Background: an optimization exercise with open tools, aiming at small area, a short achievable clock period and few clock cycles per item. Do not read the settings as production practice.
Only simulation tests tie the RTL to the original design; equivalence was not proved.
Power is estimated from default activity; no workload was simulated.

<file path="run.sh">
#!/bin/bash
# synth_recipe.tcl (not shown) runs the flow's synth.tcl, then flattens the netlist and writes it again
# the make line also repeats each setting of config.mk as NAME=value (left out here)
make -C /OpenROAD-flow-scripts/flow DESIGN_CONFIG=/design/flow/config.mk WORK_HOME=/design/flow/orfs CLKGATE_MAP_FILE= SYNTH_SCRIPT=/design/flow/synth_recipe.tcl finish
</file>
<file path="config.mk">
export PLATFORM = sky130hd
export DESIGN_NAME = trace_ring_repository
export DESIGN_NICKNAME = trace_ring_repository
export VERILOG_FILES = /design/flow/design.v
export SDC_FILE = /design/flow/constraint.sdc
export NUM_CORES = 4
export LEC_CHECK = 0
export CAP_MARGIN = 20
export CORE_MARGIN = 2
export CORE_UTILIZATION = 40
export SLEW_MARGIN = 20
</file>
<file path="constraint.sdc">
create_clock -name core_clock -period 5.5 [get_ports {clk}]
set_input_delay 1.1000 -clock core_clock [delete_from_list [all_inputs] [get_ports {clk}]]
set_output_delay 1.1000 -clock core_clock [all_outputs]
set_load 0.01 [all_outputs]
</file>
<file path="design.v">
module trace_ring_repository #(
  parameter int ADDR_WIDTH      = 16,
  parameter int DATA_WIDTH      = 32,
  parameter int TRACE_ENTRIES   = 64,
  parameter int READ_LATENCY    = 1,
  parameter int MAX_OUTSTANDING = 8,
  parameter int DEDUP           = 1,
  parameter int SEQ_WIDTH       = 16
) (
  input  logic                                 clk,
  input  logic                                 rst_n,
  input  logic                                 lock,
  input  logic                                 cap_valid,
  input  logic [ADDR_WIDTH-1:0]                cap_addr,
  input  logic [DATA_WIDTH-1:0]                cap_instr,
  output logic                                 cap_ready,
  input  logic                                 req,
  input  logic                                 cancel,
  output logic                                 out_valid,
  output logic [ADDR_WIDTH-1:0]                out_addr,
  output logic [DATA_WIDTH-1:0]                out_instr,
  output logic [SEQ_WIDTH-1:0]                 out_seq,
  input  logic                                 out_ack,
  output logic                                 cancelled,
  input  logic                                 retire,
  output logic                                 retire_err,
  output logic [$clog2(TRACE_ENTRIES):0]       level,
  output logic [$clog2(MAX_OUTSTANDING):0]     outstanding,
  output logic                                 full,
  output logic                                 empty,
  output logic                                 exhausted,
  output logic [15:0]                          overflow_count
);
  localparam int IDX_W = $clog2(TRACE_ENTRIES);
  localparam int PTR_W = IDX_W + 1;
  localparam int OUT_W = $clog2(MAX_OUTSTANDING) + 1;
  localparam int ENT_W = ADDR_WIDTH + DATA_WIDTH;
  typedef enum logic [1:0] {IDLE, FETCH, PRESENT} state_t;
  state_t             state_q, state_d;
  logic [PTR_W-1:0]   wr_ptr_q, wr_ptr_d;
  logic [PTR_W-1:0]   iss_ptr_q, iss_ptr_d;
  logic [PTR_W-1:0]   ret_ptr_q, ret_ptr_d;
  logic [SEQ_WIDTH-1:0] seq_q, seq_d;
  logic [15:0]        ovf_q, ovf_d;
  logic [ENT_W-1:0]   last_q, last_d;
  logic [2:0]         cnt_q, cnt_d;
  logic               out_valid_q, out_valid_d;
  logic [ENT_W-1:0]   out_data_q, out_data_d;
  logic               cancelled_q, cancelled_d;
  logic               retire_err_q, retire_err_d;
  logic               exhausted_q, exhausted_d;
  logic [ENT_W-1:0]   rd_data_q, rd_data_d;
  logic [ENT_W-1:0]   mem [TRACE_ENTRIES];
  logic [PTR_W-1:0]   level_w, outst_w;
  logic [ENT_W-1:0]   cap_entry;
  logic               full_w, is_dup, cap_ok, wr_en, can_issue;
  assign level_w   = wr_ptr_q - ret_ptr_q;
  assign outst_w   = iss_ptr_q - ret_ptr_q;
  assign full_w    = (level_w == PTR_W'(TRACE_ENTRIES));
  assign cap_entry = {cap_addr, cap_instr};
  assign is_dup    = (DEDUP != 0) && (cap_entry == last_q);
  assign cap_ok    = !lock && cap_valid && !is_dup;
  assign wr_en     = cap_ok && !full_w;
  assign can_issue = lock && req && (iss_ptr_q != wr_ptr_q) &&
                     (32'(outst_w) < 32'(MAX_OUTSTANDING));
  always_comb begin
    state_d      = state_q;
    wr_ptr_d     = wr_ptr_q;
    iss_ptr_d    = iss_ptr_q;
    ret_ptr_d    = ret_ptr_q;
    seq_d        = seq_q;
    ovf_d        = ovf_q;
    last_d       = last_q;
    cnt_d        = cnt_q;
    out_valid_d  = out_valid_q;
    out_data_d   = out_data_q;
    cancelled_d  = 1'b0;
    retire_err_d = 1'b0;
    rd_data_d    = mem[iss_ptr_q[IDX_W-1:0]];
    if (wr_en) begin
      wr_ptr_d = wr_ptr_q + PTR_W'(1);
      last_d   = cap_entry;
    end
    if (cap_ok && full_w && (ovf_q != '1)) ovf_d = ovf_q + 16'd1;
    case (state_q)
      IDLE: begin
        if (can_issue) begin
          state_d = FETCH;
          cnt_d   = 3'(READ_LATENCY);
        end
      end
      FETCH, PRESENT: begin
        if (!lock) begin
          state_d     = IDLE;
          out_valid_d = 1'b0;
        end else if (cancel) begin
          state_d     = IDLE;
          out_valid_d = 1'b0;
          cancelled_d = 1'b1;
        end else if (state_q == FETCH) begin
          if (cnt_q == 3'd0) begin
            out_data_d  = rd_data_q;
            out_valid_d = 1'b1;
            state_d     = PRESENT;
          end else begin
            cnt_d = cnt_q - 3'd1;
          end
        end else if (out_ack) begin
          out_valid_d = 1'b0;
          iss_ptr_d   = iss_ptr_q + PTR_W'(1);
          seq_d       = seq_q + SEQ_WIDTH'(1);
          state_d     = IDLE;
        end
      end
      default: state_d = IDLE;
    endcase
    if (retire) begin
      if (outst_w != '0) ret_ptr_d = ret_ptr_q + PTR_W'(1);
      else               retire_err_d = 1'b1;
    end
    exhausted_d = lock && (iss_ptr_d == wr_ptr_d);
  end
  always_ff @(posedge clk) begin
    if (wr_en) mem[wr_ptr_q[IDX_W-1:0]] <= cap_entry;
  end
  always_ff @(posedge clk) begin
    if (!rst_n) begin
      state_q      <= IDLE;
      wr_ptr_q     <= '0;
      iss_ptr_q    <= '0;
      ret_ptr_q    <= '0;
      seq_q        <= '0;
      ovf_q        <= '0;
      last_q       <= '0;
      cnt_q        <= '0;
      out_valid_q  <= 1'b0;
      out_data_q   <= '0;
      cancelled_q  <= 1'b0;
      retire_err_q <= 1'b0;
      exhausted_q  <= 1'b0;
      rd_data_q    <= '0;
    end else begin
      state_q      <= state_d;
      wr_ptr_q     <= wr_ptr_d;
      iss_ptr_q    <= iss_ptr_d;
      ret_ptr_q    <= ret_ptr_d;
      seq_q        <= seq_d;
      ovf_q        <= ovf_d;
      last_q       <= last_d;
      cnt_q        <= cnt_d;
      out_valid_q  <= out_valid_d;
      out_data_q   <= out_data_d;
      cancelled_q  <= cancelled_d;
      retire_err_q <= retire_err_d;
      exhausted_q  <= exhausted_d;
      rd_data_q    <= rd_data_d;
    end
  end
  assign cap_ready      = !lock && !full_w;
  assign out_valid      = out_valid_q;
  assign out_addr       = out_data_q[ENT_W-1:DATA_WIDTH];
  assign out_instr      = out_data_q[DATA_WIDTH-1:0];
  assign out_seq        = seq_q;
  assign cancelled      = cancelled_q;
  assign retire_err     = retire_err_q;
  assign level          = level_w;
  assign outstanding    = OUT_W'(outst_w);
  assign full           = full_w;
  assign empty          = (level_w == '0);
  assign exhausted      = exhausted_q;
  assign overflow_count = ovf_q;
endmodule
</file>
==> results.py, run 1 <==
metrics = {
    "logic_synthesis": {
        "synth_common_cells": "edfxtp_1 (3072), mux4_2 (999), dfxtp_1 (206), nor2_1 (173), clkbuf_1 (158)",
        "synth_enable_flop_cells": 3072,
        "ys_seq_elements": 3278,
        "syn_area_per_cell_um2": 23.2,
        "synth-async-reset-ratio": 0,
        "synth_top_flop_cell": "edfxtp_1",
        "yosysMostFrequentCell": "edfxtp_1",
        "netlist_instances": 5393,
        "syn_nets": 5473,
        "synth.top_cell.area_share": 0.737,
        "synthDistinctLibCells": 61,
        "synth_top_area_cell": "edfxtp_1",
        "ys_seq_area_frac": 0.770,
        "yosys_warnings": 1,
        "syn_area_um2": 125000,
        "yosys-top-cells-area": "edfxtp_1 (74%), mux4_2 (18%), dfxtp_1 (3.3%)",
    },
    "outcome": {
        "status": "no timing/DRC/antenna violations",
    },
    "timing": {
        "setup_viol_count_final": 0,
        "maxSlewHeadroom": 0.238,
        "tns_ns": 0,
        "period_minus_slack_ns": 5.32,
        "hold_viol_final": 0,
        "rsz0062_at_grt": "false",
        "max_freq_ghz": 0.188,
        "fin_skew_ns": 0.0701,
        "finalCritPeriodShare": 0.967,
        "setup_ws_ns": 0.184,
        "final_max_slew_viol_count": 0,
        "worstMarginPinSlew_ns": 1.14,
    },
    "global_route": {
        "use_met2": 0.340,
        "grt_usage": 0.216,
        "use_met1": 0.314,
        "grt-busiest-layer": "met2",
        "met3_usage": 0.0373,
        "grt_overflow": 0,
        "grt_pass1_wl_um": 480000,
        "antenna_found_initial": 49,
        "first_global_vias": 59599,
        "grt_max_degree": 74,
    },
    "detailed_routing": {
        "drt_first_iter_violations": 7791,
        "drt-total-wl_um": 344000,
        "drtAntennaViolNets": 0,
        "dr.pass1.iters": 6,
        "wl_per_cell_um": 33.4,
        "num_vias": 59800,
        "viasPerCell": 5.80,
        "drcViolationCount": 0,
    },
    "worst_hold_path": {
        "hold_path.class": "register to register",
    },
    "clock_network": {
        "cts_tree": "yes",
        "clk_path_buf_depth": 4,
        "hold_buffers": 0,
        "htree_levels": 5,
        "clk_pin_slew_ns": 0.06,
        "ctsRootBufferMaster": "clkbuf_16",
        "numCtsBuffers": 337,
        "post_cts_resized": 0,
        "clock_latency_ns": 0.94,
        "cts_setup_buffers": 0,
        "clock-sinks": 3278,
    },
    "worst_setup_path": {
        "path_max_fanout": 14,
        "slowest_stage": "dfxtp_1",
        "cp.required_ns": 4.40,
        "critical_path_arrival_ns": 4.22,
        "start_kind": "register",
        "criticalPathCategory": "register to primary output",
        "slowest_delay_ns": 0.78,
        "path_cells": "ha_1 > nor2b_1 > a221oi_1 > o311ai_1 > or4b_4 > nor2_1 > clkdlybuf4s50_1",
        "crit_path_end_kind": "primary output",
    },
    "die": {
        "rows": 205,
        "ios": 154,
        "die-area_um2": 317000,
        "die-height_um": 563,
        "start_util": 0.402,
        "coreArea_um2": 312000,
        "die_x_um": 563,
    },
    "power": {
        "vdd_drop_max_v": 0.000276,
        "report.power.total_uw": 51200,
        "p_leak_uw": 0.0439,
        "power.density_nw_per_um2": 352,
    },
    "finish": {
        "fin_util": 0.466,
        "drive_above_1_share": 0.307,
        "nNetsFinal": 5960,
        "syn_to_final_growth_pct": 16.1,
    },
    "place": {
        "globalplace.congestion": 0.826,
        "pre_cts_slack_ns": 0.115,
        "dp_hpwl_um": 208000,
        "io_buffer_count": 153,
    },
    "run": {
        "maxCapViolations": 0,
    },
}
power breakdown:
part           switching, uW  total, uW  leakage, uW  internal, uW
clock network           9610      22500      0.00530         12900
logic                    923       1260      0.00925           335
registers               40.2      27400       0.0293         27300
total                  10600      51200       0.0439         40600
cells in the final DEF, fill, tap and decap left out, types with 25 or more instances in the layout:
| cell | netlist | final |
|---|---|---|
| buf_4 | 6 | 177 |
| inv_1 | 31 | 30 |
| bufinv_16 | 0 | 25 |
| clkdlybuf4s50_1 | 0 | 104 |
| nor2_4 | 0 | 64 |
| buf_2 | 89 | 49 |
| xnor2_1 | 28 | 28 |
| and2_1 | 46 | 46 |
| clkbuf_1 | 158 | 83 |
| a21oi_1 | 66 | 66 |
| edfxtp_1 | 3072 | 3072 |
| clkinv_1 | 1 | 65 |
| clkbuf_16 | 0 | 342 |
| clkinv_2 | 0 | 55 |
| dfxtp_1 | 206 | 200 |
| nand2_1 | 134 | 134 |
| mux2i_1 | 70 | 70 |
| xor2_1 | 76 | 76 |
| mux4_2 | 999 | 999 |
| nor2_1 | 173 | 109 |
| buf_12 | 0 | 100 |
worst max-delay path, delay by kind of cell (launching register included):
kind,cells,cell delay (ns)
DFF,1,0.78
adders and majority gates,1,0.38
buffers and inverters,1,0.58
and+or+nand+nor,3,1.09
AOI/OAI and AO/OA,2,0.52
stage by stage:
step / area [um2] / hold slack, ns / instances
final: 145000 / 0.423 / 10317
after floorplan: 125000 / 0.417 / 5393
after global placement: 134000 / 0.424 / 9676
after global routing: 145000 / 0.459 / 10309
after CTS: 145000 / 0.430 / 10297
after detailed placement: 134000 / 0.429 / 9680
cells by family (layout without fill, tap and decap cells):
family	count (synthesis)	in the layout	share of synthesized area
DFF	3278	3278	0.770
muxes	1069	1069	0.185
and+or+nand+nor	477	477	0.0181
buffers and inverters	317	1082	0.0106
AOI/OAI and AO/OA	124	124	0.00614
xor gates and xnor gates	104	104	0.00728
adders and majority gates	24	24	0.00252
other	0	19	0
final timing paths:
| kind | depth (start not counted) | slack [ns] | startpoint | to |
|---|---|---|---|---|
| worst min register to register | 2 | 0.42 | rd_data_q[29] | out_data_q[29] |
| worst max-delay path | 7 | 0.18 | wr_ptr_q[4] | full |
| worst max register to register | 14 | 0.91 | wr_ptr_q[0] | mem[62][8] |
| worst min-delay path | 2 | 0.42 | rd_data_q[29] | out_data_q[29] |
state kept, by name, indices dropped and copies added, names as in the netlist, 2 cells and up:
signal,cells
state_q,2
mem,3072
seq_q,16
out_data_q,48
cnt_q,3
iss_ptr_q,7
rd_data_q,48
last_q,48
wr_ptr_q,7
ovf_q,16
ret_ptr_q,7
final cells by class:
class,instances,area [um2]
Tap cell,4140,5180
Sequential cell,3278,96400
Antenna cell,19,47.5
Fill cell,25331,166000
Clock buffer,442,9100
Clock inverter,175,1750
Multi-Input combinational cell,1798,28000
Inverter,32,125
Timing Repair Buffer,433,4680
routing by layer:
| layer | part of all wire | vias up |
|---|---|---|
| li1 | - | 23826 |
| met4 | 0.025 | 6 |
| met5 | 0.00010 | - |
| met3 | 0.086 | 399 |
| met2 | 0.47 | 2772 |
| met1 | 0.42 | 32797 |
Testbench counts, summed over its fixed seeds: cycles 8,224, items 2,048.
==> run 2, diff against run 1 <==
==> design.v (replaced) <==
module trace_ring_repository #(
  parameter int ADDR_WIDTH      = 16,
  parameter int DATA_WIDTH      = 32,
  parameter int TRACE_ENTRIES   = 64,
  parameter int READ_LATENCY    = 1,
  parameter int MAX_OUTSTANDING = 8,
  parameter int DEDUP           = 1,
  parameter int SEQ_WIDTH       = 16
) (
  input  logic                                 clk,
  input  logic                                 rst_n,
  input  logic                                 lock,
  input  logic                                 cap_valid,
  input  logic [ADDR_WIDTH-1:0]                cap_addr,
  input  logic [DATA_WIDTH-1:0]                cap_instr,
  output logic                                 cap_ready,
  input  logic                                 req,
  input  logic                                 cancel,
  output logic                                 out_valid,
  output logic [ADDR_WIDTH-1:0]                out_addr,
  output logic [DATA_WIDTH-1:0]                out_instr,
  output logic [SEQ_WIDTH-1:0]                 out_seq,
  input  logic                                 out_ack,
  output logic                                 cancelled,
  input  logic                                 retire,
  output logic                                 retire_err,
  output logic [$clog2(TRACE_ENTRIES):0]       level,
  output logic [$clog2(MAX_OUTSTANDING):0]     outstanding,
  output logic                                 full,
  output logic                                 empty,
  output logic                                 exhausted,
  output logic [15:0]                          overflow_count
);
  localparam int IDX_W = $clog2(TRACE_ENTRIES);
  localparam int LVL_W = IDX_W + 1;
  localparam int OUT_W = $clog2(MAX_OUTSTANDING) + 1;
  localparam int ENT_W = ADDR_WIDTH + DATA_WIDTH;
  logic [LVL_W-1:0]     level_q;      
  logic [OUT_W-1:0]     outst_q;      
  logic [IDX_W-1:0]     wslot_q;      
  logic [IDX_W-1:0]     islot_q;      
  logic                 busy_q;       
  logic [SEQ_WIDTH-1:0] seq_q;
  logic [15:0]          ovf_q;
  logic [ENT_W-1:0]     last_q;
  logic [ENT_W-1:0]     out_data_q;
  logic                 cancelled_q, retire_err_q, exhausted_q;
  logic [ENT_W-1:0]     mem [TRACE_ENTRIES];
  logic [ENT_W-1:0]     cap_entry;
  logic [LVL_W-1:0]     avail;        
  logic                 full_w, is_dup, cap_ok, wr_en, issue, ret_ok, start;
  assign cap_entry = {cap_addr, cap_instr};
  assign full_w    = level_q[LVL_W-1];
  assign avail     = level_q - LVL_W'(outst_q);
  assign is_dup    = (DEDUP != 0) && (cap_entry == last_q);
  assign cap_ok    = !lock && cap_valid && !is_dup;
  assign wr_en     = cap_ok && !full_w;
  assign issue     = busy_q && lock && !cancel && out_ack;
  assign ret_ok    = retire && (outst_q != '0);
  assign start     = !busy_q && lock && req && (avail != '0) && !outst_q[OUT_W-1];
  always_ff @(posedge clk) begin
    if (!full_w) mem[wslot_q] <= cap_entry;
  end
  always_ff @(posedge clk) begin
    out_data_q <= mem[islot_q];
  end
  always_ff @(posedge clk) begin
    if (!rst_n) begin
      level_q      <= '0;
      outst_q      <= '0;
      wslot_q      <= '0;
      islot_q      <= '0;
      busy_q       <= 1'b0;
      seq_q        <= '0;
      ovf_q        <= '0;
      last_q       <= '0;
      cancelled_q  <= 1'b0;
      retire_err_q <= 1'b0;
      exhausted_q  <= 1'b0;
    end else begin
      level_q      <= level_q + LVL_W'(wr_en) - LVL_W'(ret_ok);
      outst_q      <= outst_q + OUT_W'(issue) - OUT_W'(ret_ok);
      wslot_q      <= wslot_q + IDX_W'(wr_en);
      islot_q      <= islot_q + IDX_W'(issue);
      busy_q       <= busy_q ? (lock && !cancel && !out_ack) : start;
      seq_q        <= seq_q + SEQ_WIDTH'(issue);
      if (cap_ok && full_w && (ovf_q != '1)) ovf_q <= ovf_q + 16'd1;
      if (!lock && cap_valid && !full_w) last_q <= cap_entry;
      cancelled_q  <= busy_q && lock && cancel;
      retire_err_q <= retire && (outst_q == '0);
      exhausted_q  <= lock && (issue ? (avail == LVL_W'(1)) : (avail == '0));
    end
  end
  assign cap_ready      = !lock && !full_w;
  assign out_valid      = busy_q;
  assign out_addr       = out_data_q[ENT_W-1:DATA_WIDTH];
  assign out_instr      = out_data_q[DATA_WIDTH-1:0];
  assign out_seq        = seq_q;
  assign cancelled      = cancelled_q;
  assign retire_err     = retire_err_q;
  assign level          = level_q;
  assign outstanding    = outst_q;
  assign full           = full_w;
  assign empty          = (level_q == '0);
  assign exhausted      = exhausted_q;
  assign overflow_count = ovf_q;
endmodule
==> run 2 against run 1 <==
Still clean. Die area shrank 2.2%. Global-route usage rose by 0.20 points. Fmax grew 33%. Clock skew fell by 0.0037 ns. Design area fell by 2.4%. Clock power hardly changed. Largest cell class unchanged. Highest routed layer unchanged.
==> results.py, run 2 <==
metrics = {
    "outcome": {
        "status": "no timing/DRC/antenna violations",
    },
    "detailed_routing": {
        "drtAntennaViolNets": 0,
        "dr.pass1.iters": 5,
        "wl_per_cell_um": 34.4,
        "num_vias": 58478,
        "drt_first_iter_violations": 8838,
        "drt-total-wl_um": 341000,
        "viasPerCell": 5.90,
        "drcViolationCount": 0,
    },
    "worst_setup_path": {
        "reg2reg_slack_ns": 1.53,
        "crit_path_end_kind": "register",
        "start_kind": "primary input",
        "criticalPathCategory": "primary input to register",
        "cp.required_ns": 6.26,
        "critical_path_arrival_ns": 4.75,
        "slowest_delay_ns": 0.52,
        "path_cells": "buf_2 > xor2_1 > buf_4 > nor4_1 > nand4_1 > nor3_2 > buf_4 > nand2b_1 > ha_1 > inv_1 > ha_1 > fa_1 > a21oi_1 > o21bai_1 > a21oi_1 > o21bai_1 > xnor2_1 > nor2_1",
        "slowest_stage": "nor4_1",
        "path_max_fanout": 3,
    },
    "finish": {
        "fin_cells": 9915,
        "largest_register_ffs": 3072,
        "nNetsFinal": 5613,
        "multiInputGateArea_um2": 26400,
        "final_common_cell": "edfxtp_1",
        "drive_above_1_share": 0.317,
        "top_regs": "mem: 3072 flops, last_q: 48 flops, out_data_q: 48 flops",
        "syn_to_final_growth_pct": 15.8,
        "mostFrequentLayoutCells": "edfxtp_1 (3072), mux4_2 (1008), clkbuf_16 (337)",
        "fillCellCount": 24857,
        "seq_area_um2": 95400,
    },
    "logic_synthesis": {
        "synth_enable_flop_cells": 3072,
        "yosysMostFrequentCell": "edfxtp_1",
        "ys_seq_area_frac": 0.779,
        "ys_seq_elements": 3227,
        "synth_top_flop_cell": "edfxtp_1",
        "syn_area_um2": 122000,
        "synth_common_cells": "edfxtp_1 (3072), mux4_2 (1008), clkbuf_1 (169), dfxtp_1 (155), nand2_1 (122)",
        "synth-async-reset-ratio": 0,
        "syn_nets": 5148,
        "netlist_instances": 5064,
        "yosys_warnings": 1,
        "synth.top_cell.area_share": 0.753,
        "syn_area_per_cell_um2": 24.2,
        "synth_top_area_cell": "edfxtp_1",
        "synthDistinctLibCells": 46,
        "yosys-top-cells-area": "edfxtp_1 (75%), mux4_2 (19%), dfxtp_1 (2.5%)",
    },
    "die": {
        "die_x_um": 557,
        "coreArea_um2": 305000,
        "die-height_um": 557,
        "rows": 203,
        "ios": 154,
        "die-area_um2": 311000,
        "start_util": 0.401,
    },
    "global_route": {
        "grt-busiest-layer": "met2",
        "antenna_found_initial": 26,
        "use_met1": 0.314,
        "grt_overflow": 0,
        "grt_usage": 0.218,
        "grt_pass1_wl_um": 472000,
        "use_met2": 0.343,
        "met3_usage": 0.0382,
        "grt_max_degree": 92,
        "first_global_vias": 58634,
    },
    "place": {
        "dp_hpwl_um": 182000,
        "place_inst": 9292,
        "io_buffer_count": 153,
        "globalplace.congestion": 0.771,
    },
    "power": {
        "power.density_nw_per_um2": 369,
        "vdd_drop_max_v": 0.000275,
        "p_leak_uw": 0.0424,
        "report.power.total_uw": 52300,
    },
    "timing": {
        "hold_viol_final": 0,
        "tns_ns": 0,
        "maxSlewHeadroom": 0.238,
        "worstMarginPinSlew_ns": 1.14,
        "period_minus_slack_ns": 3.99,
        "setup_viol_count_final": 0,
        "finalCritPeriodShare": 0.725,
        "rsz0062_at_grt": "false",
        "fin_skew_ns": 0.0664,
        "final_max_slew_viol_count": 0,
        "max_freq_ghz": 0.251,
    },
    "clock_network": {
        "htree_levels": 5,
        "cts_setup_buffers": 0,
        "clock_latency_ns": 0.93,
        "numCtsBuffers": 335,
        "hold_buffers": 0,
        "cts_tree": "yes",
        "clk_pin_slew_ns": 0.06,
        "ctsRootBufferMaster": "clkbuf_16",
        "clock-sinks": 3227,
        "clk_path_buf_depth": 4,
        "post_cts_resized": 0,
    },
    "worst_hold_path": {
        "hold_path.class": "primary input to register",
    },
    "run": {
        "maxCapViolations": 0,
    },
}
run 2: cell type report:
type	instances	area share
antenna	9	0.000159
timing repair buffer	392	0.0286
tap	4100	0.0362
sequential	3227	0.673
clock inverter	160	0.0114
inverter	22	0.000591
multi-input combinational	1551	0.186
clock buffer	454	0.0642
run 2: cell families (layout without fill, tap and decap cells):
kind of cell,Yosys count,in the layout,share of synthesized area
xor+xnor,77,77,0.00551
other cells,0,9,0
flops,3227,3227,0.779
simple gates,335,335,0.0125
compound gates,101,101,0.00467
fa+ha+maj,28,28,0.00305
buf+inv,286,1028,0.00989
mux,1010,1010,0.186
run 2: worst max-delay path: cells and delay by family:
kind / cells / cell delay (ns)
buffers and inverters: 4 / 0.60
adders and majority gates: 3 / 0.78
AOI/OAI and AO/OA: 4 / 0.53
and+or+nand+nor: 5 / 1.40
xor gates and xnor gates: 2 / 0.31
run 2: per-layer routing:
layer | share of wire | routed length [um]
met1 | 0.40 | 137000
met2 | 0.47 | 162000
met3 | 0.091 | 31100
met4 | 0.031 | 10500
met5 | 0.00035 | 119
run 2: worst paths after layout:
| path | start | endpoint | cells past startpoint |
|---|---|---|---|
| setup / recovery | cap_instr[3] | level_q[6] | 18 |
| hold / removal | cap_instr[7] | mem[32][7] | 1 |
| setup reg to reg | last_q[3] | level_q[6] | 17 |
| hold reg to reg | last_q[42] | last_q[42] | 2 |
run 2: stage by stage:
stage / util / hold WS [ns] / area [um2] / worst slack (ns)
floorplan: - / 0.448 / 122000 / 1.59
global placement: 0.429 / 0.453 / 131000 / 0.607
detailed placement: 0.429 / 0.458 / 131000 / 0.673
CTS: 0.464 / 0.391 / 142000 / 1.58
global route: 0.464 / 0.407 / 142000 / 1.36
finish: 0.464 / 0.456 / 142000 / 1.51
run 2: where the power goes:
part / internal (uW) / total, uW / switching (uW)
logic: 1070 / 2650 / 1580
registers: 27300 / 27400 / 183
clock network: 12700 / 22200 / 9520
total: 41000 / 52300 / 11300
Testbench counts of run 2, summed over its fixed seeds: cycles 4,128, items 2,048.
==> run 3, diff against run 2 <==
--- a/design.v
+++ b/design.v
@@ -37,6 +37,24 @@
   localparam int ENT_W = ADDR_WIDTH + DATA_WIDTH;
+  localparam int LO_N  = 8;
+  localparam int HI_N  = TRACE_ENTRIES / LO_N;
+  function automatic logic [15:0] incr16(input logic [15:0] v);
+    logic c;
+    c = 1'b1;
+    for (int i = 0; i < 16; i++) begin
+      incr16[i] = v[i] ^ c;
+      c = c & v[i];
+    end
+  endfunction
+  function automatic logic [15:0] decr16(input logic [15:0] v);
+    logic b;
+    b = 1'b1;
+    for (int i = 0; i < 16; i++) begin
+      decr16[i] = v[i] ^ b;
+      b = b & !v[i];
+    end
+  endfunction
   logic [LVL_W-1:0]     level_q;      
   logic [OUT_W-1:0]     outst_q;      
-  logic [IDX_W-1:0]     wslot_q;      
-  logic [IDX_W-1:0]     islot_q;      
+  logic [LO_N-1:0]      wlo_q, ilo_q;   
+  logic [HI_N-1:0]      whi_q, ihi_q;   
   logic                 busy_q;       
@@ -46,3 +64,3 @@
   logic [ENT_W-1:0]     out_data_q;
-  logic                 cancelled_q, retire_err_q, exhausted_q;
+  logic                 cancelled_q, retire_err_q, exhausted_q, empty_q;
   logic [ENT_W-1:0]     mem [TRACE_ENTRIES];
@@ -61,7 +79,30 @@
   always_ff @(posedge clk) begin
-    if (!full_w) mem[wslot_q] <= cap_entry;
+    for (int i = 0; i < TRACE_ENTRIES; i++)
+      if (!full_w && whi_q[i / LO_N] && wlo_q[i % LO_N]) mem[i] <= cap_entry;
+  end
+  logic [ENT_W-1:0] rd_data;
+  always_comb begin
+    rd_data = '0;
+    for (int i = 0; i < TRACE_ENTRIES; i++)
+      rd_data = rd_data | ({ENT_W{ihi_q[i / LO_N] && ilo_q[i % LO_N]}} & mem[i]);
   end
   always_ff @(posedge clk) begin
-    out_data_q <= mem[islot_q];
+    out_data_q <= rd_data;
   end
+  logic [15:0] level_inc, level_dec, outst_inc, outst_dec, seq_inc, ovf_inc;
+  logic        avail0, avail1, ovf_room, lvl_is0, lvl_is1;
+  logic [LVL_W-1:0] lvl_if_wr, lvl_if_nowr;
+  assign level_inc = incr16(16'(level_q));
+  assign level_dec = decr16(16'(level_q));
+  assign outst_inc = incr16(16'(outst_q));
+  assign outst_dec = decr16(16'(outst_q));
+  assign seq_inc   = incr16(16'(seq_q));
+  assign ovf_inc   = incr16(ovf_q);
+  assign ovf_room  = (ovf_q != '1);
+  assign avail0    = (avail == '0);
+  assign lvl_is0   = (level_q == '0);
+  assign lvl_is1   = (level_q == LVL_W'(1));
+  assign lvl_if_wr   = ret_ok ? level_q : level_inc[LVL_W-1:0];
+  assign lvl_if_nowr = ret_ok ? level_dec[LVL_W-1:0] : level_q;
+  assign avail1    = (avail == LVL_W'(1));
   always_ff @(posedge clk) begin
@@ -69,5 +110,8 @@
       level_q      <= '0;
+      empty_q      <= 1'b1;
       outst_q      <= '0;
-      wslot_q      <= '0;
-      islot_q      <= '0;
+      wlo_q        <= LO_N'(1);
+      whi_q        <= HI_N'(1);
+      ilo_q        <= LO_N'(1);
+      ihi_q        <= HI_N'(1);
       busy_q       <= 1'b0;
@@ -80,9 +124,17 @@
     end else begin
-      level_q      <= level_q + LVL_W'(wr_en) - LVL_W'(ret_ok);
-      outst_q      <= outst_q + OUT_W'(issue) - OUT_W'(ret_ok);
-      wslot_q      <= wslot_q + IDX_W'(wr_en);
-      islot_q      <= islot_q + IDX_W'(issue);
+      level_q      <= wr_en ? lvl_if_wr : lvl_if_nowr;
+      empty_q      <= !wr_en && (ret_ok ? lvl_is1 : lvl_is0);
+      if (issue && !ret_ok)      outst_q <= outst_inc[OUT_W-1:0];
+      else if (ret_ok && !issue) outst_q <= outst_dec[OUT_W-1:0];
+      if (wr_en) begin
+        wlo_q <= {wlo_q[LO_N-2:0], wlo_q[LO_N-1]};
+        if (wlo_q[LO_N-1]) whi_q <= {whi_q[HI_N-2:0], whi_q[HI_N-1]};
+      end
+      if (issue) begin
+        ilo_q <= {ilo_q[LO_N-2:0], ilo_q[LO_N-1]};
+        if (ilo_q[LO_N-1]) ihi_q <= {ihi_q[HI_N-2:0], ihi_q[HI_N-1]};
+        seq_q <= seq_inc[SEQ_WIDTH-1:0];
+      end
       busy_q       <= busy_q ? (lock && !cancel && !out_ack) : start;
-      seq_q        <= seq_q + SEQ_WIDTH'(issue);
-      if (cap_ok && full_w && (ovf_q != '1)) ovf_q <= ovf_q + 16'd1;
+      if (cap_ok && full_w && ovf_room) ovf_q <= ovf_inc;
       if (!lock && cap_valid && !full_w) last_q <= cap_entry;
@@ -90,3 +142,3 @@
       retire_err_q <= retire && (outst_q == '0);
-      exhausted_q  <= lock && (issue ? (avail == LVL_W'(1)) : (avail == '0));
+      exhausted_q  <= lock && (issue ? avail1 : avail0);
     end
@@ -103,3 +155,3 @@
   assign full           = full_w;
-  assign empty          = (level_q == '0);
+  assign empty          = empty_q;
   assign exhausted      = exhausted_q;
--- a/config.mk
+++ b/config.mk
@@ -9,3 +9,4 @@
 export CORE_MARGIN = 2
-export CORE_UTILIZATION = 40
+export CORE_UTILIZATION = 55
+export SETUP_SLACK_MARGIN = 2.5
 export SLEW_MARGIN = 20
==> run 3 against run 2 <==
Die area decreased by 31%. Core utilization rose by 18 points. Via count up 38%. Largest cell class unchanged. Critical path depth decreased by 7. Synthesized cell count increased by 24%. Flip-flop and latch count increased by 21. Largest power group unchanged. Clock power barely moved. Total power is 0.28% higher.
==> results.py, run 3 <==
metrics = {
    "outcome": {
        "status": "no timing/DRC/antenna violations",
    },
    "timing": {
        "whs_ns": 0.390,
        "rsz0062_at_grt": "true",
        "setup_viol_count_final": 0,
        "hold_viol_final": 0,
        "worstMarginPinSlew_ns": 1.30,
        "max_freq_ghz": 0.279,
        "finalCritPeriodShare": 0.652,
        "maxSlewHeadroom": 0.133,
        "final_max_slew_viol_count": 0,
        "tns_ns": 0,
        "period_minus_slack_ns": 3.58,
        "fin_skew_ns": 0.0633,
    },
    "die": {
        "ios": 154,
        "die_x_um": 464,
        "die-area_um2": 216000,
        "die-height_um": 464,
        "rows": 168,
        "coreArea_um2": 210000,
        "start_util": 0.555,
    },
    "worst_setup_path": {
        "crit_path_end_kind": "register",
        "critical_path_arrival_ns": 4.43,
        "path_max_fanout": 8,
        "criticalPathCategory": "register to register",
        "start_kind": "register",
        "cp.required_ns": 6.35,
    },
    "finish": {
        "top_regs": "mem: 3072 flops, last_q: 48 flops, out_data_q: 48 flops",
        "syn_to_final_growth_pct": 16.7,
        "final_common_cell": "edfxtp_1",
        "nNetsFinal": 6946,
        "fillCellCount": 14403,
        "largest_register_ffs": 3072,
        "mostFrequentLayoutCells": "edfxtp_1 (3072), a22oi_1 (659), a22o_1 (386)",
        "drive_above_1_share": 0.180,
    },
    "logic_synthesis": {
        "synth_top_area_cell": "edfxtp_1",
        "synthDistinctLibCells": 56,
        "ys_seq_area_frac": 0.822,
        "yosys-top-cells-area": "edfxtp_1 (79%), a22oi_1 (4.3%), dfxtp_1 (3.0%)",
        "synth-async-reset-ratio": 0,
        "syn_area_um2": 116000,
        "yosysMostFrequentCell": "edfxtp_1",
        "synth.top_cell.area_share": 0.792,
        "syn_area_per_cell_um2": 18.6,
        "yosys_warnings": 2,
        "synth_common_cells": "edfxtp_1 (3072), a22oi_1 (661), a22o_1 (386), a221oi_1 (324), clkbuf_1 (215)",
        "ys_seq_elements": 3248,
        "synth_top_flop_cell": "edfxtp_1",
        "syn_nets": 6359,
        "netlist_instances": 6269,
        "synth_enable_flop_cells": 3072,
    },
    "detailed_routing": {
        "drt-total-wl_um": 537000,
        "drcViolationCount": 0,
        "wl_per_cell_um": 53.9,
        "drtAntennaViolNets": 0,
        "num_vias": 80430,
        "drt_first_iter_violations": 21189,
        "dr.pass1.iters": 10,
        "viasPerCell": 8.07,
    },
    "clock_network": {
        "numCtsBuffers": 338,
        "clock-sinks": 3248,
        "htree_levels": 5,
        "clk_path_buf_depth": 4,
        "clk_pin_slew_ns": 0.06,
        "ctsRootBufferMaster": "clkbuf_16",
        "hold_buffers": 0,
        "clock_latency_ns": 1.04,
        "cts_tree": "yes",
    },
    "place": {
        "dp_hpwl_um": 294000,
        "globalplace.congestion": 0.938,
        "io_buffer_count": 153,
    },
    "power": {
        "p_leak_uw": 0.0434,
        "vdd_drop_max_v": 0.000401,
        "power.density_nw_per_um2": 386,
    },
    "worst_hold_path": {
        "hold_path.class": "primary input to register",
    },
    "run": {
        "maxCapViolations": 0,
    },
    "global_route": {
        "grt_pass1_wl_um": 687000,
        "antenna_found_initial": 59,
        "grt_max_degree": 66,
        "grt_overflow": 0,
        "first_global_vias": 70848,
        "grt_usage": 0.491,
    },
}
run 3: cell types whose count changed in the layout (fill, tap and decap cells not counted), moves of 175 or more:
cell / previous run / this run
nand4_1: 10 / 185
buf_4: 162 / 383
mux4_2: 1008 / 0
a22oi_1: 0 / 659
a22o_1: 0 / 386
a221oi_1: 0 / 315
run 3: cell type report:
type	count	area [um2]	area share
inverter	25	214	0.00157
multi-input combinational	2645	20700	0.152
antenna	55	138	0.00101
tap	2805	3510	0.0258
clock buffer	448	9200	0.0676
sequential	3248	95900	0.705
timing repair buffer	598	5170	0.0380
clock inverter	145	1230	0.00907
run 3: routing by layer:
layer	vias to the layer above	wire, um	GRT usage
met2	10064	217000	0.670
met3	2537	103000	0.217
met4	34	49700	0.339
li1	27820	-	-
met1	39975	167000	0.629
met5	-	343	0.00312
run 3: final timing paths:
check                     start          end  slack (ns)  depth (start not counted)
hold reg to reg       last_q[4]    last_q[4]        0.47                          2
setup / recovery      last_q[2]     ovf_q[8]        1.92                         11
hold / removal    cap_instr[27]  mem[60][27]        0.39                          1
setup reg to reg      last_q[2]     ovf_q[8]        1.92                         11
run 3: stage by stage:
stage	std cells	cell area, um2	setup slack, ns	power [uW]	utilization
detailed placement	9239	124000	1.03	30400	0.589
global route	9922	136000	2.08	53100	0.647
floorplan	6269	117000	2.50	28900	-
finish	9969	136000	1.92	52400	0.648
global placement	9233	123000	0.879	30300	0.588
CTS	9883	135000	2.34	52000	0.644
run 3: cells by family after synthesis:
logic type / Yosys count / share of synthesized area
fa+ha+maj: 34 / 0.00372
compound gates: 1733 / 0.119
flops: 3248 / 0.822
buf+inv: 397 / 0.0139
mux: 25 / 0.00215
xor+xnor: 62 / 0.00466
simple gates: 770 / 0.0340
run 3: critical path, cell delays in order (launching register included):
cell and delay (ns):
dfxtp_2 0.33, xnor2_2 0.14, buf_6 0.24, nand4_1 1.01, nor4_2 0.61, buf_4 0.22
nand3_4 0.13, buf_8 0.20, nand2_8 0.07, buf_12 0.14, mux2i_2 0.22, nor2_1 0.05
run 3: repair_timing:
action                     CTS  global route
resized for setup          264            74
gates cloned                19             5
setup endpoints to repair  439           169
buffers inserted            32            24
pin swaps                   29            25
run 3: report_power, final:
part / switching (uW) / leakage [uW] / internal, uW
logic: 1680 / 0.00920 / 728
registers: 300 / 0.0291 / 27400
clock network: 9610 / 0.00510 / 12700
total: 11600 / 0.0434 / 40800
Testbench counts of run 3, summed over its fixed seeds: cycles 4,128, items 2,048.
==> run 4, diff against run 3 <==
--- a/design.v
+++ b/design.v
@@ -59,2 +59,3 @@
   logic [HI_N-1:0]      whi_q, ihi_q;   
+  logic [HI_N-1:0]      wgrp_q;         
   logic                 busy_q;       
@@ -80,3 +81,3 @@
     for (int i = 0; i < TRACE_ENTRIES; i++)
-      if (!full_w && whi_q[i / LO_N] && wlo_q[i % LO_N]) mem[i] <= cap_entry;
+      if (wgrp_q[i / LO_N] && wlo_q[i % LO_N]) mem[i] <= cap_entry;
   end
@@ -93,3 +94,6 @@
   logic        avail0, avail1, ovf_room, lvl_is0, lvl_is1;
-  logic [LVL_W-1:0] lvl_if_wr, lvl_if_nowr;
+  logic [LVL_W-1:0] lvl_if_wr, lvl_if_nowr, level_d;
+  logic [HI_N-1:0]  whi_d;
+  assign level_d = wr_en ? lvl_if_wr : lvl_if_nowr;
+  assign whi_d   = (wr_en && wlo_q[LO_N-1]) ? {whi_q[HI_N-2:0], whi_q[HI_N-1]} : whi_q;
   assign level_inc = incr16(16'(level_q));
@@ -114,2 +118,3 @@
       whi_q        <= HI_N'(1);
+      wgrp_q       <= HI_N'(1);
       ilo_q        <= LO_N'(1);
@@ -124,3 +129,4 @@
     end else begin
-      level_q      <= wr_en ? lvl_if_wr : lvl_if_nowr;
+      level_q      <= level_d;
+      wgrp_q       <= whi_d & {HI_N{!level_d[LVL_W-1]}};
       empty_q      <= !wr_en && (ret_ok ? lvl_is1 : lvl_is0);
@@ -128,6 +134,4 @@
       else if (ret_ok && !issue) outst_q <= outst_dec[OUT_W-1:0];
-      if (wr_en) begin
-        wlo_q <= {wlo_q[LO_N-2:0], wlo_q[LO_N-1]};
-        if (wlo_q[LO_N-1]) whi_q <= {whi_q[HI_N-2:0], whi_q[HI_N-1]};
-      end
+      if (wr_en) wlo_q <= {wlo_q[LO_N-2:0], wlo_q[LO_N-1]};
+      whi_q        <= whi_d;
       if (issue) begin
==> flow/run.sh (new file) <==
#!/bin/bash
# Standard synthesis and layout, except that the port buffers are buf_4
# cells instead of the delay cells buffer_ports otherwise picks.
set -euo pipefail
export BUFFER_PORTS_ARGS="-buffer_cell sky130_fd_sc_hd__buf_4"
bash standard.sh synth > synth.log 2>&1
bash standard.sh > layout.log 2>&1
==> standard.sh (new file) <==
#!/bin/bash
# synth_recipe.tcl (not shown) runs the flow's synth.tcl, then flattens the netlist and writes it again
# the make line also repeats each setting of config.mk as NAME=value (left out here)
make -C /OpenROAD-flow-scripts/flow DESIGN_CONFIG=/design/flow/config.mk WORK_HOME=/design/flow/orfs CLKGATE_MAP_FILE= SYNTH_SCRIPT=/design/flow/synth_recipe.tcl "${@:-finish}"
removed: run.sh
==> run 4 against run 3 <==
Synthesized area about the same. Die area is essentially flat. Register-to-register slack improved by 0.23 ns. Fmax grew 7.0%. Sequential share of layout area increased by 1.3 points. Clock power about the same. Wire length is 4.2% lower. Highest routed layer unchanged. Worst setup slack better by 0.23 ns. Final cell count shrank 3.9%. Still clean on timing, DRC and antenna. Non-clock buffer count down 186. Worst hold slack got worse by 0.026 ns.
==> results.py, run 4 <==
metrics = {
    "global_route": {
        "first_global_vias": 68731,
        "grt_overflow": 0,
        "grt_pass1_wl_um": 658000,
        "grt_usage": 0.468,
        "antenna_found_initial": 50,
        "grt_max_degree": 78,
    },
    "worst_setup_path": {
        "criticalPathCategory": "register to register",
        "cp.required_ns": 6.34,
        "r2r_cells": 6,
        "critical_path_arrival_ns": 4.19,
        "slowest_stage": "and2_4",
        "slowest_delay_ns": 1.03,
        "crit_path_end_kind": "register",
        "cpLargestDelayFamily": "simple AND/OR/NAND/NOR gates",
        "crit_buf_inv": 1,
        "reg2reg_slack_ns": 2.15,
        "path_depth": 6,
        "path_max_fanout": 28,
        "start_kind": "register",
        "path_cells": "and2_4 > buf_4 > a22o_1 > a221oi_1 > nand4_1 > or4_1",
    },
    "finish": {
        "largest_register_ffs": 3072,
        "mostFrequentLayoutCells": "edfxtp_1 (3072), a22o_1 (768), a221oi_1 (766)",
        "nNetsFinal": 6564,
        "syn_to_final_growth_pct": 14.6,
        "fillCellCount": 14408,
        "top_regs": "mem: 3072 flops, last_q: 48 flops, out_data_q: 48 flops",
        "drive_above_1_share": 0.161,
        "final_common_cell": "edfxtp_1",
    },
    "logic_synthesis": {
        "netlist_instances": 6068,
        "syn_area_um2": 116000,
        "yosys-top-cells-area": "edfxtp_1 (79%), a221oi_1 (5.8%), a22o_1 (5.8%)",
        "ys_seq_area_frac": 0.824,
        "syn_area_per_cell_um2": 19.2,
        "syn_nets": 6169,
        "yosys_warnings": 2,
        "ys_seq_elements": 3256,
        "synth_top_area_cell": "edfxtp_1",
        "synth-async-reset-ratio": 0,
        "synth_top_flop_cell": "edfxtp_1",
        "synth_enable_flop_cells": 3072,
        "yosysMostFrequentCell": "edfxtp_1",
        "synthDistinctLibCells": 49,
        "synth.top_cell.area_share": 0.792,
        "synth_common_cells": "edfxtp_1 (3072), a221oi_1 (769), a22o_1 (768), clkbuf_1 (289), nand4_1 (222)",
    },
    "die": {
        "coreArea_um2": 210000,
        "rows": 168,
        "ios": 154,
        "die_x_um": 464,
        "start_util": 0.555,
        "die-height_um": 464,
        "die-area_um2": 215000,
    },
    "worst_hold_path": {
        "hold_path.class": "primary input to register",
        "whs_path_depth": 2,
    },
    "clock_network": {
        "numCtsBuffers": 335,
        "clk_pin_slew_ns": 0.06,
        "hold_buffers": 0,
        "htree_levels": 5,
        "cts_tree": "yes",
        "clk_path_buf_depth": 4,
        "clock_latency_ns": 1.01,
        "ctsRootBufferMaster": "clkbuf_16",
        "clock-sinks": 3256,
    },
    "place": {
        "globalplace.congestion": 0.903,
        "io_buffer_count": 153,
        "dp_hpwl_um": 262000,
    },
    "power": {
        "p_leak_uw": 0.0428,
        "power.density_nw_per_um2": 389,
        "vdd_drop_max_v": 0.000397,
    },
    "timing": {
        "whs_ns": 0.364,
        "rsz0062_at_grt": "true",
        "setup_viol_count_final": 0,
        "max_freq_ghz": 0.299,
        "maxSlewHeadroom": 0.110,
        "hold_viol_final": 0,
        "tns_ns": 0,
        "period_minus_slack_ns": 3.35,
        "finalCritPeriodShare": 0.609,
        "fin_skew_ns": 0.0594,
        "final_max_slew_viol_count": 0,
        "worstMarginPinSlew_ns": 1.34,
    },
    "detailed_routing": {
        "viasPerCell": 8.08,
        "drt-total-wl_um": 514000,
        "drtAntennaViolNets": 0,
        "dr.pass1.iters": 9,
        "wl_per_cell_um": 53.7,
        "drt_first_iter_violations": 18722,
        "drcViolationCount": 0,
        "num_vias": 77399,
    },
    "outcome": {
        "status": "no timing/DRC/antenna violations",
    },
    "run": {
        "maxCapViolations": 0,
    },
}
run 4: cell count changes in the layout (fill, tap and decap cells not counted), moves of 49 or more:
cell / change
a221oi_1: +451
a222oi_1: -121
a22o_1: +382
a22oi_1: -659
buf_2: -49
dfxtp_1: +57
dlygate4sd2_1: -69
nand3_1: -55
nor2_4: -49
run 4: cells by family (layout without fill, tap and decap cells):
| kind of cell | Yosys count | in the layout | share of synthesized area |
|---|---|---|---|
| multiplexers | 30 | 30 | 0.00258 |
| other | 0 | 60 | 0 |
| adder cells (fa/ha/maj) | 46 | 46 | 0.00498 |
| buffers and inverters | 374 | 1020 | 0.0122 |
| XOR/XNOR | 59 | 59 | 0.00455 |
| AND/OR/NAND/NOR | 657 | 661 | 0.0313 |
| flip-flops | 3256 | 3256 | 0.824 |
| AO/OA/AOI/OAI | 1646 | 1646 | 0.121 |
run 4: final timing paths:
path                                        to       start
worst min register to register      last_q[26]  last_q[26]
worst min-delay path              retire_err_q      retire
worst max-delay path            out_data_q[27]    ilo_q[3]
worst max register to register  out_data_q[27]    ilo_q[3]
run 4: metrics by stage:
stage,cell area [um2],setup slack [ns],utilization,cells,power [uW]
6_report,134000,2.15,0.636,9583,52000
5_1_grt,133000,2.28,0.635,9548,52800
4_1_cts,133000,2.41,0.633,9500,51700
3_5_place_dp,122000,0.967,0.582,8904,30200
3_3_place_gp,122000,1.03,0.582,8903,30200
2_1_floorplan,117000,2.50,-,6068,28900
run 4: power breakdown:
| part | internal (uW) | switching [uW] |
|---|---|---|
| Sequential | 27400 | 227 |
| Clock | 12700 | 9530 |
| Combinational | 670 | 1480 |
| Total | 40800 | 11200 |
run 4: per-layer routing:
| metal | global-route usage | up-vias | share of wire |
|---|---|---|---|
| li1 | - | 26874 | - |
| met1 | 0.634 | 39247 | 0.33 |
| met2 | 0.646 | 9273 | 0.41 |
| met3 | 0.189 | 1981 | 0.19 |
| met4 | 0.261 | 24 | 0.070 |
| met5 | 0 | - | 0.00063 |
run 4: what timing repair did:
action | CTS | global route
buffers inserted | 4 | 16
pin swaps | 1 | 1
gates cloned | 0 | 4
resized for setup | 55 | 22
endpoints found under the setup margin | 60 | 68
run 4: layout make-up:
class | instances | area, um2 | share of cell area
clock buffers | 481 | 9580 | 0.0717
flip-flops and latches | 3256 | 95900 | 0.718
well taps | 2805 | 3510 | 0.0263
inverters | 16 | 63.8 | 0.000478
diodes | 60 | 150 | 0.00112
repair buffers | 412 | 3370 | 0.0253
multi-input cells | 2442 | 20000 | 0.150
clock inverters | 111 | 870 | 0.00651
Testbench counts of run 4, summed over its fixed seeds: cycles 4,128, items 2,048.
==> run 5, diff against run 4 <==
--- a/design.v
+++ b/design.v
@@ -40,7 +40,14 @@
   function automatic logic [15:0] incr16(input logic [15:0] v);
-    logic c;
-    c = 1'b1;
-    for (int i = 0; i < 16; i++) begin
-      incr16[i] = v[i] ^ c;
-      c = c & v[i];
+    logic [3:0] g, n;
+    logic       c, ci;
+    for (int k = 0; k < 4; k++) begin
+      g  = v[4*k +: 4];
+      c  = 1'b1;
+      for (int j = 0; j < 4; j++) begin
+        n[j] = g[j] ^ c;
+        c    = c & g[j];
+      end
+      ci = 1'b1;
+      for (int j = 0; j < k; j++) ci = ci & (&v[4*j +: 4]);
+      incr16[4*k +: 4] = ci ? n : g;
     end
@@ -48,7 +55,14 @@
   function automatic logic [15:0] decr16(input logic [15:0] v);
-    logic b;
-    b = 1'b1;
-    for (int i = 0; i < 16; i++) begin
-      decr16[i] = v[i] ^ b;
-      b = b & !v[i];
+    logic [3:0] g, n;
+    logic       b, bi;
+    for (int k = 0; k < 4; k++) begin
+      g  = v[4*k +: 4];
+      b  = 1'b1;
+      for (int j = 0; j < 4; j++) begin
+        n[j] = g[j] ^ b;
+        b    = b & !g[j];
+      end
+      bi = 1'b1;
+      for (int j = 0; j < k; j++) bi = bi & !(|v[4*j +: 4]);
+      decr16[4*k +: 4] = bi ? n : g;
     end
@@ -57,4 +71,5 @@
   logic [OUT_W-1:0]     outst_q;      
-  logic [LO_N-1:0]      wlo_q, ilo_q;   
-  logic [HI_N-1:0]      whi_q, ihi_q;   
+  logic [LO_N-1:0]      wlo_q;          
+  logic [HI_N-1:0]      whi_q;          
+  logic [TRACE_ENTRIES-1:0] isel_q;     
   logic [HI_N-1:0]      wgrp_q;         
@@ -87,3 +102,3 @@
     for (int i = 0; i < TRACE_ENTRIES; i++)
-      rd_data = rd_data | ({ENT_W{ihi_q[i / LO_N] && ilo_q[i % LO_N]}} & mem[i]);
+      rd_data = rd_data | ({ENT_W{isel_q[i]}} & mem[i]);
   end
@@ -119,4 +134,3 @@
       wgrp_q       <= HI_N'(1);
-      ilo_q        <= LO_N'(1);
-      ihi_q        <= HI_N'(1);
+      isel_q       <= TRACE_ENTRIES'(1);
       busy_q       <= 1'b0;
@@ -137,4 +151,3 @@
       if (issue) begin
-        ilo_q <= {ilo_q[LO_N-2:0], ilo_q[LO_N-1]};
-        if (ilo_q[LO_N-1]) ihi_q <= {ihi_q[HI_N-2:0], ihi_q[HI_N-1]};
+        isel_q <= {isel_q[TRACE_ENTRIES-2:0], isel_q[TRACE_ENTRIES-1]};
         seq_q <= seq_inc[SEQ_WIDTH-1:0];
--- a/config.mk
+++ b/config.mk
@@ -10,3 +10,5 @@
 export CORE_UTILIZATION = 55
-export SETUP_SLACK_MARGIN = 2.5
+export CTS_CLUSTER_DIAMETER = 70
+export CTS_CLUSTER_SIZE = 24
+export SETUP_SLACK_MARGIN = 3.0
 export SLEW_MARGIN = 20
==> run 5 against run 4 <==
Non-clock buffer count rose by 151. Still clean on timing, DRC and antenna. Sequential power barely moved. Synthesized area is 1.1% higher. Register-to-register slack improved by 0.22 ns. Global-route usage is 2.6 points higher. Combinational power increased by 8%. Clock power fell by 32%. Via count grew 5.2%. Clock skew fell by 0.0071 ns. Synthesized cell count rose by 2.7%. First-iteration DRC count up 18%. Total power down 13%.
==> results.py, run 5 <==
metrics = {
    "logic_synthesis": {
        "syn_nets": 6321,
        "synth.top_cell.area_share": 0.783,
        "syn_area_per_cell_um2": 18.9,
        "ys_seq_area_frac": 0.823,
        "synthDistinctLibCells": 56,
        "ys_seq_elements": 3304,
        "synth-async-reset-ratio": 0,
        "yosysMostFrequentCell": "edfxtp_1",
        "synth_top_area_cell": "edfxtp_1",
        "netlist_instances": 6234,
        "syn_area_um2": 118000,
        "synth_top_flop_cell": "edfxtp_1",
        "synth_common_cells": "edfxtp_1 (3072), a221oi_1 (768), a22o_1 (768), clkbuf_1 (358), nand2_1 (245)",
        "synth_enable_flop_cells": 3072,
        "yosys_warnings": 2,
        "yosys-top-cells-area": "edfxtp_1 (78%), a221oi_1 (5.7%), a22o_1 (5.7%)",
    },
    "worst_setup_path": {
        "cp.required_ns": 6.27,
        "start_kind": "primary input",
        "r2r_cells": 7,
        "r2r_end": "level_q[3]",
        "criticalPathCategory": "primary input to register",
        "critical_path_arrival_ns": 3.91,
        "crit_path_end_kind": "register",
        "path_max_fanout": 5,
        "reg2reg_from": "last_q[11]",
        "reg2reg_slack_ns": 2.37,
    },
    "timing": {
        "finalCritPeriodShare": 0.572,
        "final_max_slew_viol_count": 0,
        "tns_ns": 0,
        "max_freq_ghz": 0.318,
        "setup_viol_count_final": 0,
        "hold_viol_final": 0,
        "fin_skew_ns": 0.0523,
        "worstMarginPinSlew_ns": 1.35,
        "rsz0062_at_grt": "true",
        "period_minus_slack_ns": 3.15,
        "maxSlewHeadroom": 0.0982,
    },
    "global_route": {
        "grt_max_degree": 88,
        "grt_overflow": 0,
        "grt_usage": 0.494,
        "antenna_found_initial": 77,
        "first_global_vias": 68439,
        "grt_pass1_wl_um": 690000,
    },
    "finish": {
        "nNetsFinal": 6678,
        "mostFrequentLayoutCells": "edfxtp_1 (3072), a22o_1 (768), a221oi_1 (762)",
        "largest_register_ffs": 3072,
        "fillCellCount": 14914,
        "seq_area_um2": 97300,
        "multiInputGateArea_um2": 20200,
        "syn_to_final_growth_pct": 12.7,
        "drive_above_1_share": 0.170,
        "final_common_cell": "edfxtp_1",
        "top_regs": "mem: 3072 flops, isel_q: 64 flops",
    },
    "run": {
        "maxCapViolations": 0,
    },
    "die": {
        "die_x_um": 467,
        "start_util": 0.554,
        "rows": 169,
        "die-height_um": 467,
        "coreArea_um2": 213000,
        "ios": 154,
        "die-area_um2": 218000,
    },
    "power": {
        "p_int_uw": 35100,
        "report.power.total_uw": 45300,
        "p_clk_frac": 0.332,
        "vdd_drop_max_v": 0.000335,
        "power_switching_uw": 10200,
        "power.density_nw_per_um2": 341,
        "netSwitchingFraction": 0.225,
        "combPwrFrac": 0.051,
        "p_leak_uw": 0.0419,
        "pwr-share-seq": 0.616,
    },
    "detailed_routing": {
        "drt-total-wl_um": 564000,
        "drcViolationCount": 0,
        "wl_per_cell_um": 58.3,
        "viasPerCell": 8.42,
        "drt_first_iter_violations": 22065,
        "dr.pass1.iters": 9,
        "drtAntennaViolNets": 0,
        "num_vias": 81419,
    },
    "outcome": {
        "status": "no timing/DRC/antenna violations",
    },
    "clock_network": {
        "numCtsBuffers": 170,
        "ctsRootBufferMaster": "clkbuf_16",
        "clk_path_buf_depth": 3,
        "cts_tree": "yes",
        "htree_levels": 4,
        "clock_latency_ns": 0.92,
        "clk_pin_slew_ns": 0.10,
        "clock-sinks": 3304,
        "hold_buffers": 0,
    },
    "worst_hold_path": {
        "hold_path.class": "primary input to register",
        "whs_path_depth": 1,
        "min-delay-start": "cap_instr[10]",
        "hold_end": "mem[1][10]",
    },
    "place": {
        "globalplace.congestion": 0.877,
        "dp_hpwl_um": 255000,
        "io_buffer_count": 153,
    },
}
[run 5: cell families (layout without fill, tap and decap cells)]
logic type,count (synthesis),after routing,share of synthesized area
adders and majority gates,31,31,0.00336
xor gates and xnor gates,70,70,0.00521
DFF,3304,3304,0.823
muxes,31,31,0.00265
and+or+nand+nor,677,719,0.0304
other,0,120,0
AOI/OAI and AO/OA,1686,1686,0.121
buffers and inverters,435,886,0.0141
[run 5: layer usage]
layer	wire length (um)	vias up	global-route usage
li1	-	27223	-
met1	174000	40999	0.644
met2	227000	10432	0.690
met3	109000	2710	0.194
met4	52700	55	0.325
met5	1110	-	0.00110
[run 5: cell type report]
type | count | share of cell area
Multi-Input combinational cell | 2537 | 0.152
Timing Repair Buffer | 563 | 0.0438
Tap cell | 2821 | 0.0266
Antenna cell | 120 | 0.00226
Sequential cell | 3304 | 0.733
Clock inverter | 68 | 0.00610
Clock buffer | 240 | 0.0355
Inverter | 15 | 0.000462
[run 5: how the worst max path moves through the flow]
stage	endpoint	from	slack, ns
detailed placement	wgrp_q[0]	cap_addr[5]	1.17
finish	level_q[3]	cap_instr[12]	2.35
global placement	whi_q[2]	cap_instr[31]	1.18
CTS	level_q[3]	last_q[29]	2.75
global route	level_q[5]	last_q[23]	2.52
floorplan	level_q[3]	cap_addr[12]	2.58
[run 5: worst max-delay path, cell delays in order]
cell	delay, ns
buf_4	0.15
xnor2_2	0.35
nand4_1	0.77
nor4_4	0.48
a31o_4	0.33
ha_4	0.24
and4_1	0.14
o311a_1	0.33
[run 5: power groups by stage]
stage	combinational (uW)	sequential [uW]	clock, uW
3_5_place_dp	2000	28500	0
2_1_floorplan	794	28500	0
6_report	2320	27900	15100
5_1_grt	2360	27900	15700
3_3_place_gp	1970	28500	0
4_1_cts	2160	27900	14800
[run 5: what timing repair did]
item,in CTS,in global routing
endpoints found under the setup margin,901,798
gates resized for setup,255,77
pin swaps,42,46
setup buffers,104,97
gates cloned,9,34
hold endpoints to repair,0,0
[run 5: per-stage QoR]
| stage | area (um2) | instances | hold WS (ns) | utilization | setup WS [ns] |
|---|---|---|---|---|---|
| 6_report | 133000 | 9668 | 0.450 | 0.625 | 2.35 |
| 5_1_grt | 132000 | 9560 | 0.447 | 0.623 | 2.52 |
| 4_1_cts | 131000 | 9417 | 0.430 | 0.617 | 2.75 |
| 3_5_place_dp | 123000 | 8996 | 0.461 | 0.579 | 1.17 |
| 3_3_place_gp | 123000 | 8994 | 0.454 | 0.578 | 1.18 |
| 2_1_floorplan | 118000 | 6234 | 0.449 | - | 2.58 |
Testbench counts of run 5, summed over its fixed seeds: cycles 4,128, items 2,048.
==> run 6, diff against run 5 <==
--- a/config.mk
+++ b/config.mk
@@ -9,3 +9,3 @@
 export CORE_MARGIN = 2
-export CORE_UTILIZATION = 55
+export CORE_UTILIZATION = 65
 export CTS_CLUSTER_DIAMETER = 70
==> run 6 against run 5 <==
Still clean on timing, DRC and antenna. Non-clock buffer count fell by 42. Worst setup slack gained 0.14 ns. Register-to-register slack improved by 0.12 ns. Clock power is 7% lower. Wire length is 6.5% lower. Largest power group unchanged.
==> results.py, run 6 <==
metrics = {
    "outcome": {
        "status": "no timing/DRC/antenna violations",
    },
    "place": {
        "globalplace.congestion": 0.907,
        "dp_hpwl_um": 248000,
        "io_buffer_count": 153,
        "place_inst": 8544,
    },
    "worst_setup_path": {
        "r2r_cells": 2,
        "slowest_stage": "and2_4",
        "crit_path_end_kind": "register",
        "criticalPathCategory": "register to register",
        "cp.required_ns": 6.00,
        "path_cells": "and2_4 > buf_4",
        "path_max_fanout": 25,
        "critical_path_arrival_ns": 3.50,
        "start_kind": "register",
        "slowest_delay_ns": 1.01,
    },
    "finish": {
        "final_common_cell": "edfxtp_1",
        "syn_to_final_growth_pct": 11.4,
        "mostFrequentLayoutCells": "edfxtp_1 (3072), a22o_1 (768), a221oi_1 (760)",
        "drive_above_1_share": 0.154,
        "largest_register_ffs": 3072,
        "nNetsFinal": 6598,
        "fin_cells": 9133,
        "top_regs": "mem: 3072 flops, isel_q: 64 flops",
    },
    "power": {
        "power_switching_uw": 9700,
        "p_int_uw": 34600,
        "pwr-share-seq": 0.629,
        "combPwrFrac": 0.053,
        "netSwitchingFraction": 0.219,
        "report.power.total_uw": 44300,
        "vdd_drop_max_v": 0.000303,
        "p_clk_frac": 0.318,
        "p_leak_uw": 0.0413,
        "power.density_nw_per_um2": 338,
    },
    "die": {
        "die_x_um": 430,
        "rows": 156,
        "die-height_um": 430,
        "start_util": 0.653,
        "die-area_um2": 185000,
        "ios": 154,
        "coreArea_um2": 180000,
    },
    "clock_network": {
        "clk_pin_slew_ns": 0.10,
        "ctsRootBufferMaster": "clkbuf_16",
        "numCtsBuffers": 161,
        "clock-sinks": 3304,
        "htree_levels": 4,
        "clk_path_buf_depth": 3,
        "cts_tree": "yes",
        "clock_latency_ns": 0.89,
    },
    "timing": {
        "setup_viol_count_final": 0,
        "period_minus_slack_ns": 3.01,
        "rsz0062_at_grt": "true",
        "finalCritPeriodShare": 0.546,
        "max_freq_ghz": 0.333,
        "maxSlewHeadroom": 0.120,
        "final_max_slew_viol_count": 0,
        "tns_ns": 0,
        "fin_skew_ns": 0.0377,
        "whs_ns": 0.452,
        "hold_viol_final": 0,
        "worstMarginPinSlew_ns": 1.32,
    },
    "run": {
        "maxCapViolations": 0,
    },
    "global_route": {
        "grt_max_degree": 105,
        "grt_overflow": 0,
        "grt_pass1_wl_um": 668000,
        "first_global_vias": 69259,
        "grt_usage": 0.564,
        "antenna_found_initial": 66,
    },
    "detailed_routing": {
        "drt-total-wl_um": 527000,
        "num_vias": 80694,
        "dr.pass1.iters": 12,
        "drt_first_iter_violations": 20651,
        "viasPerCell": 8.84,
        "wl_per_cell_um": 57.7,
        "drtAntennaViolNets": 0,
        "drcViolationCount": 0,
    },
    "logic_synthesis": {
        "synth_top_area_cell": "edfxtp_1",
        "ys_seq_elements": 3304,
        "yosys-top-cells-area": "edfxtp_1 (78%), a221oi_1 (5.7%), a22o_1 (5.7%)",
        "synth-async-reset-ratio": 0,
        "netlist_instances": 6234,
        "synth_enable_flop_cells": 3072,
        "ys_seq_area_frac": 0.823,
        "syn_area_per_cell_um2": 18.9,
        "synth_top_flop_cell": "edfxtp_1",
        "synth_common_cells": "edfxtp_1 (3072), a221oi_1 (768), a22o_1 (768), clkbuf_1 (358), nand2_1 (245)",
        "syn_nets": 6321,
        "synth.top_cell.area_share": 0.783,
        "synthDistinctLibCells": 56,
        "syn_area_um2": 118000,
        "yosys_warnings": 2,
        "yosysMostFrequentCell": "edfxtp_1",
    },
    "worst_hold_path": {
        "whs_path_depth": 2,
        "hold_path.class": "primary input to register",
    },
}
[run 6: cell families (layout without fill, tap and decap cells)]
logic type | count (synthesis) | after routing | share of synthesized area
adder cells (fa/ha/maj) | 31 | 31 | 0.00336
buffers and inverters | 435 | 835 | 0.0141
flip-flops | 3304 | 3304 | 0.823
AND/OR/NAND/NOR | 677 | 690 | 0.0304
XOR/XNOR | 70 | 70 | 0.00521
AO/OA/AOI/OAI | 1686 | 1686 | 0.121
other | 0 | 116 | 0
multiplexers | 31 | 31 | 0.00265
[run 6: stage by stage]
step	setup WS (ns)	util	cell area, um2
after floorplan	2.58	-	118000
after global placement	1.19	0.679	122000
after detailed placement	1.17	0.679	122000
after CTS	2.80	0.718	129000
after global routing	2.69	0.726	131000
final	2.49	0.727	131000
[run 6: repair_timing]
action	4_1_cts	5_1_grt
cloned	7	8
pin swaps	39	47
gates resized for setup	250	96
setup buffers	75	82
setup endpoints to repair	881	1001
hold buffers	0	0
[run 6: area by class of cell]
type                       instances  area (um2)
tap                             2370        2970
clock inverter                    25         299
multi-input combinational       2508       20200
inverter                          15        61.3
clock buffer                     274        4720
antenna                          116         290
timing repair buffer             521        5360
sequential                      3304       97200
fill                           10843       49200
[run 6: worst paths after layout]
check	startpoint	to	slack, ns
max	wlo_q[4]	mem[12][36]	2.49
min	retire	retire_err_q	0.45
max reg2reg	wlo_q[4]	mem[12][36]	2.49
min reg2reg	seq_q[1]	seq_q[1]	0.47
[run 6: critical path: cells and delay by family (launching register included)]
family	cells	cell delay, ns
buf+inv	1	0.79
simple gates	1	1.01
flops	1	0.75
[run 6: power groups by stage]
stage          sequential, uW  clock (uW)  combinational [uW]
4_1_cts                 27900       13800                2140
2_1_floorplan           28500           0                 794
6_report                27900       14100                2350
3_3_place_gp            28500           0                1920
3_5_place_dp            28500           0                1960
5_1_grt                 27900       14600                2370
[run 6: metal layers]
metal	global-route usage	vias up	routed length (um)
met5	0.00468	-	932
met3	0.281	3081	108000
met2	0.753	11038	211000
li1	-	27027	-
met1	0.700	39500	152000
met4	0.437	48	55100

afterwards: timing with drivers on the ports:
No port has a modelled driver above. Below, the same layouts with a new extraction and two added sets of constraints. Step 1 assumes that a clkbuf_16 drives the clock port and a buf_2 every other input. Step 2, shift: input delay + t, output delay - t, t = (earliest + latest rising clock arrival at the registers) / 2. This alone moves slack from input paths to output paths. Slacks: no drivers / after step 1 / after step 2; pairs: no drivers / after step 1.
run	shift t [ns]	slack for setup (ns)	worst hold slack (ns)	worst setup path after step 2	worst slew at a driven data input, ns
run 1	1.014	0.184 / 0.080 / 0.178	0.423 / 0.423 / 0.423	input to register	0.16
run 2	1.002	1.512 / 1.533 / 0.574	0.456 / 0.421 / 0.465	input to register	0.26
run 3	1.107	1.917 / 1.917 / 0.986	0.390 / 0.323 / 0.467	input to register	0.20
run 4	1.084	2.151 / 2.151 / 1.345	0.364 / 0.282 / 0.470	input to register	0.24
run 5	1.001	2.352 / 2.346 / 1.345	0.450 / 0.369 / 0.473	input to register	0.31
run 6	0.979	2.494 / 2.494 / 1.641	0.452 / 0.381 / 0.471	input to register	0.27
After both steps setup and hold are still met in every run listed. The setup slack of run 5, which loses most, moves by -0.006 ns with the drivers and by -1.007 ns with both steps.
